From an optimization exercise on the open Yosys and OpenROAD flow, aimed at small area; shortcuts taken in it are not production practice.
In this exercise RTL edits were held to simulation tests only and were not proved equivalent to the original.
Power figures rest on the tool's default switching activity, not on a simulated workload. The clock port is modelled as an ideal driver; clocking choices that lean on that would not hold on a real chip.

== v46 ==
Design rv_regfile_sb, start of the top module:
module rv_regfile_sb #(
  parameter  int XLEN   = 32,
  parameter  int NREGS  = 32,
  parameter  int NRD    = 2,
  parameter  int BYPASS = 1,
  localparam int AW     = $clog2(NREGS)
) (
  input  logic                clk,
  input  logic                rst_n,
  input  logic [NRD*AW-1:0]   rd_addr,
  output logic [NRD*XLEN-1:0] rd_data,
  output logic [NRD-1:0]      rd_ready,
  input  logic                alloc_en,
  input  logic [AW-1:0]       alloc_addr,
  input  logic                wr_en,
  input  logic [AW-1:0]       wr_addr,
  input  logic [XLEN-1:0]     wr_data,
  input  logic                clear_req,
  output logic                clear_busy,
  output logic [NREGS-1:0]    pending
);
Size in the first run: ~2500 cells after synthesis, about 43000 um^2 of cells after synthesis.
Settings: LEC_CHECK=0, CAP_MARGIN=20, CORE_MARGIN=2, CORE_UTILIZATION=55, CTS_BUF_LIST=sky130_fd_sc_hd__clkbuf_16, CTS_CLUSTER_DIAMETER=100, CTS_CLUSTER_SIZE=30, PLACE_DENSITY=0.65, SLEW_MARGIN=20, SYNTH_HIERARCHICAL=1, SYNTH_MINIMUM_KEEP_SIZE=0; clock period 7.0 ns.
run.sh (not shown) runs the stock make flow with config.mk's settings and CLKGATE_MAP_FILE= SYNTH_SCRIPT=/design/flow/synth_recipe.tcl, a recipe that flattens the netlist after the stock synthesis.
Having completed the whole flow, v46 delivered a layout that passed the timing, design-rule and antenna checks.
> inputs changed (v46 -> v31)
==> flow/flow/run.sh (new file) <==
#!/bin/bash
# Layout flow: the standard ORFS flow (standard.sh), unchanged synthesis,
# floorplan, power grid and routing, with two placement/CTS options changed:
#  - ports are buffered with the small sky130_fd_sc_hd__buf_1 (repair_design
#    still upsizes any that need it) instead of ORFS's default choice;
#  - clock tree synthesis does not insert dummy loads, with larger sink
#    clusters on clkbuf_16;
#  - after global routing, ORFS's power recovery (RECOVER_POWER) downsizes
#    gates on paths that have slack to spare.
# The full output of make and every tool goes to flow_make.log here; ORFS
# keeps each step's own log under orfs/logs/.
set -euo pipefail
bash standard.sh \
  "BUFFER_PORTS_ARGS=-buffer_cell sky130_fd_sc_hd__buf_1" \
  "CTS_ARGS=-sink_clustering_enable -repair_clock_nets -dont_use_dummy_load -buf_list sky130_fd_sc_hd__clkbuf_16 -sink_clustering_size 30 -sink_clustering_max_diameter 100" \
  RECOVER_POWER=100 \
  finish > flow_make.log 2>&1
==> flow/standard.sh (new file) <==
#!/bin/bash
# synth_recipe.tcl (not shown) runs the flow's synth.tcl, then flattens the netlist and writes it again
# the make line also repeats each setting of config.mk as NAME=value (left out here)
make -C /OpenROAD-flow-scripts/flow DESIGN_CONFIG=/design/flow/config.mk WORK_HOME=/design/flow/orfs CLKGATE_MAP_FILE= SYNTH_SCRIPT=/design/flow/synth_recipe.tcl "${@:-finish}"
removed: flow/run.sh
## What came out
- Setup WNS v46 -> v31: worse
- Re post-synthesis to final-layout area growth: v46 was higher than v31.
- Across v31 and v46, a clean result was obtained everywhere but in v31.
- Minimum hold slack, v31 and v46: higher on v46
[inputs] v10 vs v31
- a change of CORE_UTILIZATION from 55 to 62
- a change of PLACE_DENSITY from 0.65 to 0.82
--- a/flow/flow/run.sh
+++ b/flow/flow/run.sh
@@ -7,3 +7 @@
-#    clusters on clkbuf_16;
-#  - after global routing, ORFS's power recovery (RECOVER_POWER) downsizes
-#    gates on paths that have slack to spare.
+#    clusters on clkbuf_16.
@@ -16 +13,0 @@
-  RECOVER_POWER=100 \
[summary]
v31 has higher first-pass GRT wire length than v10. On via count, v31 beats v10. Looking only at final worst setup slack, and setting everything else aside, the higher value of v31 and v10 goes to v10. Layout checks on v31: not met. Flow itself completed; violations: capacitance limit, slew limit. v10 went all the way through the flow, and no timing, DRC or antenna check failed.


oak:
rv_regfile_sb again, from the RTL that the note above started with.
clock: 7.0 ns
lec_check: 0
cap_margin: 20
core_margin: 2
core_utilization: 55
cts_buf_list: sky130_fd_sc_hd__clkbuf_16
cts_cluster_diameter: 100
cts_cluster_size: 30
place_density: 0.65
slew_margin: 20
synth_hierarchical: 1
synth_minimum_keep_size: 0
standard.sh (not shown) runs the stock make flow with config.mk's settings and CLKGATE_MAP_FILE= SYNTH_SCRIPT=/design/flow/synth_recipe.tcl, a recipe that flattens the netlist after the stock synthesis.
==> flow/flow/run.sh <==
#!/bin/bash
# Layout flow: the standard ORFS flow (standard.sh), unchanged synthesis,
# floorplan, power grid and routing, with two placement/CTS options changed:
#  - ports are buffered with the small sky130_fd_sc_hd__buf_1 (repair_design
#    still upsizes any that need it) instead of ORFS's default choice;
#  - clock tree synthesis does not insert dummy loads, with larger sink
#    clusters on clkbuf_16.
# The full output of make and every tool goes to flow_make.log here; ORFS
# keeps each step's own log under orfs/logs/.
set -euo pipefail
bash standard.sh \
  "BUFFER_PORTS_ARGS=-buffer_cell sky130_fd_sc_hd__buf_1" \
  "CTS_ARGS=-sink_clustering_enable -repair_clock_nets -dont_use_dummy_load -buf_list sky130_fd_sc_hd__clkbuf_16 -sink_clustering_size 30 -sink_clustering_max_diameter 100" \
  finish > flow_make.log 2>&1
Having completed the whole flow, oak delivered a layout that passed the timing, design-rule and antenna checks.
Inputs modified between oak and pine:
- swapping 55 for 68 in CORE_UTILIZATION
- swapping 0.65 for 0.78 in PLACE_DENSITY
Notes after the runs:
Compared with oak, in pine final setup slack of the worst path went up, worst hold slack has increased, post-synthesis to final-layout area growth lost 0.82 points. The area of the multi-input gates was comparable across pine and oak. pine against oak: final cell count saw a decrease, number of cells in the design after placement saw a decrease, fraction of the cycle the final worst path needs saw a decrease, multi-input combinational area share saw an increase, minimum period implied by the final worst setup slack saw a decrease.
Input-level comparison between birch and pine:
- PLACE_DENSITY now 0.72, was 0.78
- CORE_UTILIZATION now 62, was 68
==> comparison <==
birch ended up with a higher height of the die than pine did.
Sum of net half-perimeters after detailed placement: lower on pine
Global-route usage (lower): birch
The largest stage delay on the critical path on pine is in line with that on birch.
birch reached the final stage; the timing, design-rule and antenna checks on its layout passed.
The switching share of power number comes out higher for pine vs birch.
Power delta (birch − pine): favourable
After detailed routing, pine needs more wire than birch.
Instance count on the critical path: birch < pine

## afterwards: timing with drivers on the ports
The flow's constraints put no driver on any port. The routed layouts listed below were extracted and timed again, unchanged, in two steps.
Step 1 assumes that a clkbuf_16 drives the clock port and a buf_2 every other input.
Step 2 adds t to the input delays and takes it off the output delays; t is the mean of the earliest and latest rising clock arrival at the registers after step 1. Input paths then give back, and output paths get back, about the clock's delay inside the block.
Slacks: ideal ports / drivers / drivers and shift; pairs: ideal ports / drivers.
run | t (ns) | setup WS [ns] | clock arrival spread, ns | worst data-port slew with drivers (ns)
v46 | 0.703 | 0.268 / 0.218 / 0.218 | 0.052 / 0.052 | 0.16
v31 | 0.679 | 0.261 / 0.226 / 0.226 | 0.065 / 0.066 | 0.11
v10 | 0.683 | 0.413 / 0.386 / 0.386 | 0.060 / 0.060 | 0.16
oak | 0.682 | 0.422 / 0.391 / 0.391 | 0.067 / 0.067 | 0.08
pine | 0.670 | 0.535 / 0.504 / 0.504 | 0.082 / 0.082 | 0.09
birch | 0.684 | 0.412 / 0.361 / 0.361 | 0.074 / 0.073 | 0.07
For birch, which loses most, drivers alone change the setup slack by -0.051 ns; drivers and shift together by -0.051 ns.
